Source: an optimization exercise on an open RTL-to-GDS flow (aim: small area). Production flows keep margins and buffers that such runs may drop.
At most, simulation tests tie the RTL to the original design; equivalence was not proved.
Power and IR drop assume default switching activity.

wip/quartz:
==> flow/design.v (excerpt) <==
module tunnel_wall_gen (
    input  logic       clock,
    input  logic       rst,
    input  logic [9:0] Pixel_row,
    input  logic [9:0] Pixel_column,
    input  logic       run,
    input  logic [1:0] speed,
    input  logic [7:0] randomized_value,
    output logic [1:0] wall,
    output logic [7:0] probe_left,
    output logic [7:0] probe_right,
    output logic       ready
);
    localparam logic [7:0] INIT_L = 8'd48;
    function automatic logic [1:0] fa(input logic a, input logic b, input logic c);
        fa = {(a & b) | (a & c) | (b & c), a ^ b ^ c};
    endfunction
    function automatic logic [5:0] pop15_part(input logic [15:1] x);
        logic [1:0] a0, a1, a2, a3, a4, b0, c0, b1, c1;
        a0 = fa(x[1], x[2], x[3]);
        a1 = fa(x[4], x[5], x[6]);
        a2 = fa(x[7], x[8], x[9]);
        a3 = fa(x[10], x[11], x[12]);
        a4 = fa(x[13], x[14], x[15]);
        b0 = fa(a0[0], a1[0], a2[0]);
        c0 = fa(a0[1], a1[1], a2[1]);
        b1 = fa(b0[0], a3[0], a4[0]);
        c1 = fa(c0[0], a3[1], a4[1]);
        pop15_part = {c0[1], c1[1], b0[1], c1[0], b1[1], b1[0]};
    endfunction
    function automatic logic [3:0] pop15_sum(input logic [5:0] p);
        pop15_sum = {3'b0, p[0]} + {2'b0, 2'(p[1]) + 2'(p[2]) + 2'(p[3]), 1'b0} +
                    {1'b0, 2'(p[4]) + 2'(p[5]), 2'b0};
    endfunction
    function automatic logic [4:0] st_enc(input logic [1:0] a, input logic [1:0] b,
                                          input logic [1:0] c);
        if (!c[0]) begin
            st_enc = {c[1], a, b};
        end else if (!a[0]) begin
            st_enc = {a[1], 2'b11, b};
        end else begin
            st_enc = {1'b0, b, 2'b11};
        end
    endfunction
    function automatic logic [5:0] st_dec(input logic [4:0] x);
        logic hi, lo;
        hi = x[3] & x[2];
        lo = x[1] & x[0];
        st_dec[5] = x[4] & !hi & !lo;
        st_dec[4] = hi | lo;
        st_dec[3:2] = lo ? x[3:2] : x[1:0];
  ...
clock: 8.0 ns
lec_check: 0
abc_area: 1
cap_margin: 20
core_margin: 2
core_utilization: 40
cts_buf_list: sky130_fd_sc_hd__clkbuf_8
cts_cluster_diameter: 60
cts_cluster_size: 16
gpl_timing_driven: 0
slew_margin: 20
standard.sh (not shown) runs the stock make flow with config.mk's settings and CLKGATE_MAP_FILE= SYNTH_SCRIPT=/design/flow/synth_recipe.tcl, a recipe that flattens the netlist after the stock synthesis.
==> flow/flow/run.sh <==
#!/bin/bash
# The standard layout, with the port buffers made of the smallest buffer
# cell (sky130_fd_sc_hd__buf_1) instead of the delay buffer that
# buffer_ports picks by default. Everything else is standard.sh unchanged.
set -euo pipefail
export BUFFER_PORTS_ARGS="-buffer_cell sky130_fd_sc_hd__buf_1"
bash standard.sh > flow_standard.log 2>&1
Relative to wip/quartz, the following input files were edited for wip/nickel:
- clearing ABC_AREA, which used to be 1
- swapping 40 for 80 in CORE_UTILIZATION
==> comparison <==
Between wip/quartz and wip/nickel, area share of xor/xnor cells in the synthesized design increased.
Diff wip/quartz -> wip/nickel: biggest cell delay along the critical path has increased; detailed-routed wire length on met2 now smaller; HPWL reported at the end of detailed placement decreased by about 20% relative to the old numbers.
wip/quartz ended up with sky130_fd_sc_hd__a31oi_1 as its highest-delay cell along the critical path; wip/nickel ended up with sky130_fd_sc_hd__clkbuf_1.
#### Input delta (wip/fjord over wip/nickel)
- changing CORE_UTILIZATION from 80 to 70
--- outcome ---
Going from wip/nickel to wip/fjord, CTS buffer count has increased; endpoint arrival time on the critical path decreased by 0.03 ns relative to the old numbers; switching part of the total held. | slew at the pin closest to its max-slew limit | lower: wip/fjord |. The area of the die in wip/nickel is 0.878 times that in wip/fjord. Comparing wip/fjord and wip/nickel, cell count is lower on wip/nickel.
Input changes introduced in wip/umber (baseline for comparison: wip/fjord):
- swapping 70 for 50 in CORE_UTILIZATION
- swapping 16 for 18 in CTS_CLUSTER_SIZE
- swapping 60 for 50 in CTS_CLUSTER_DIAMETER
==> comparison <==
- The setup slack of wip/umber is smaller than that of wip/fjord.
- Global routing met1 resource utilization for wip/umber is lower than for wip/fjord.
- As far as number of antenna violations at the first check in global routing goes, wip/umber and wip/fjord are indistinguishable; the numbers are identical.
- Looking only at aggregate global-route resource usage, and setting everything else aside, the higher value of wip/fjord and wip/umber goes to wip/fjord.
Input-level comparison between wip/harbor and wip/umber:
- changing CORE_UTILIZATION from 50 to 40
- changing CTS_CLUSTER_DIAMETER from 50 to 60
- changing CTS_CLUSTER_SIZE from 18 to 16
Findings:
Delta (wip/harbor minus wip/umber): combinational power share went up 0.3 points; internal power summed over all cells has remained practically unchanged; total non-filler cell area in the finished layout up 0.39%. The lower total iterations of the first detailed-routing run of wip/umber and wip/harbor is in wip/umber.
No functional check of the RTL was part of any run of this note.

* * *

## oak
tunnel_wall_gen, a different RTL version from the one above (not shown whole).
Size: about 350 flip-flops, roughly 52 I/O pins.
==> flow/config.mk <==
export PLATFORM = sky130hd
export DESIGN_NAME = tunnel_wall_gen
export DESIGN_NICKNAME = tunnel_wall_gen
export VERILOG_FILES = /design/flow/design.v
export SDC_FILE = /design/flow/constraint.sdc
export NUM_CORES = 4
export LEC_CHECK = 0
export CAP_MARGIN = 5
export CORE_MARGIN = 2
export CORE_UTILIZATION = 60
export CTS_BUF_LIST = sky130_fd_sc_hd__clkbuf_8
export CTS_CLUSTER_DIAMETER = 60
export CTS_CLUSTER_SIZE = 16
export GPL_TIMING_DRIVEN = 0
export SLEW_MARGIN = 5
==> flow/constraint.sdc <==
create_clock -name core_clock -period 8.0 [get_ports {clock}]
set_input_delay 1.6000 -clock core_clock [delete_from_list [all_inputs] [get_ports {clock}]]
set_output_delay 1.6000 -clock core_clock [all_outputs]
set_load 0.01 [all_outputs]
Scripts as last shown in full above: flow/flow/run.sh
Inputs modified between oak and pine:
- swapping 5 for 20 in SLEW_MARGIN
- swapping 5 for 20 in CAP_MARGIN
- Between oak and pine, the number of nets in the final layout figures differ only marginally.
- In terms of clock slew seen by the registers of the worst setup and hold paths, oak and pine differ only marginally.
- Status: wire length per cell parity (pine, oak)
- Share of power burned in combinational logic: oak vs pine — no meaningful difference
- Between pine and oak, the fraction of power consumed by the clock network figures differ only marginally.
The inputs of birch differ from those of pine as listed below.
- a change of CTS_BUF_LIST from sky130_fd_sc_hd__clkbuf_8 to sky130_fd_sc_hd__clkbuf_4 sky130_fd_sc_hd__clkbuf_8
Results
- Per the comparison of birch with pine, leakage power essentially unchanged, met1 routing resource usage after global routing essentially unchanged.
- For wire length of the first global-routing pass, birch and pine come out practically identical.
- Compared with pine, the router placed more vias in birch.
- Compared with pine, birch shows final worst-path cycle share lower by 0.43 points.

[static timing again, ports no longer ideal]
In the flow no input, the clock included, has a driving cell. The finished layouts below were timed again as built, in two steps.
Step 1 (the two cells are an assumption about what drives the block):
set clk [get_ports {clock}]
set_driving_cell -lib_cell sky130_fd_sc_hd__clkbuf_16 $clk
set_driving_cell -lib_cell sky130_fd_sc_hd__buf_2 [delete_from_list [all_inputs] $clk]
Step 2 moves the port delays by t, midway between the first and last clock arrival at a register: inputs arrive t later, outputs are due t later. That takes back most of the time a late clock gives input paths.
Slacks: ideal ports / drivers / drivers and shift; pairs: ideal ports / drivers.
run	shift t [ns]	slack for setup (ns)	pins driven straight from the clock port
wip/quartz	0.683	2.119 / 2.111 / 1.428	1
wip/nickel	0.637	1.493 / 1.513 / 0.876	1
wip/fjord	0.671	1.549 / 1.575 / 0.904	1
wip/umber	0.623	1.487 / 1.512 / 0.889	1
wip/harbor	0.629	1.503 / 1.529 / 0.901	1
oak	0.641	1.264 / 1.264 / 0.674	1
pine	0.651	1.254 / 1.254 / 0.680	1
birch	0.651	1.288 / 1.288 / 0.690	1
After both steps every run listed still meets setup and hold. For wip/quartz, which loses most, drivers alone change the setup slack by -0.008 ns; drivers and shift together by -0.691 ns.
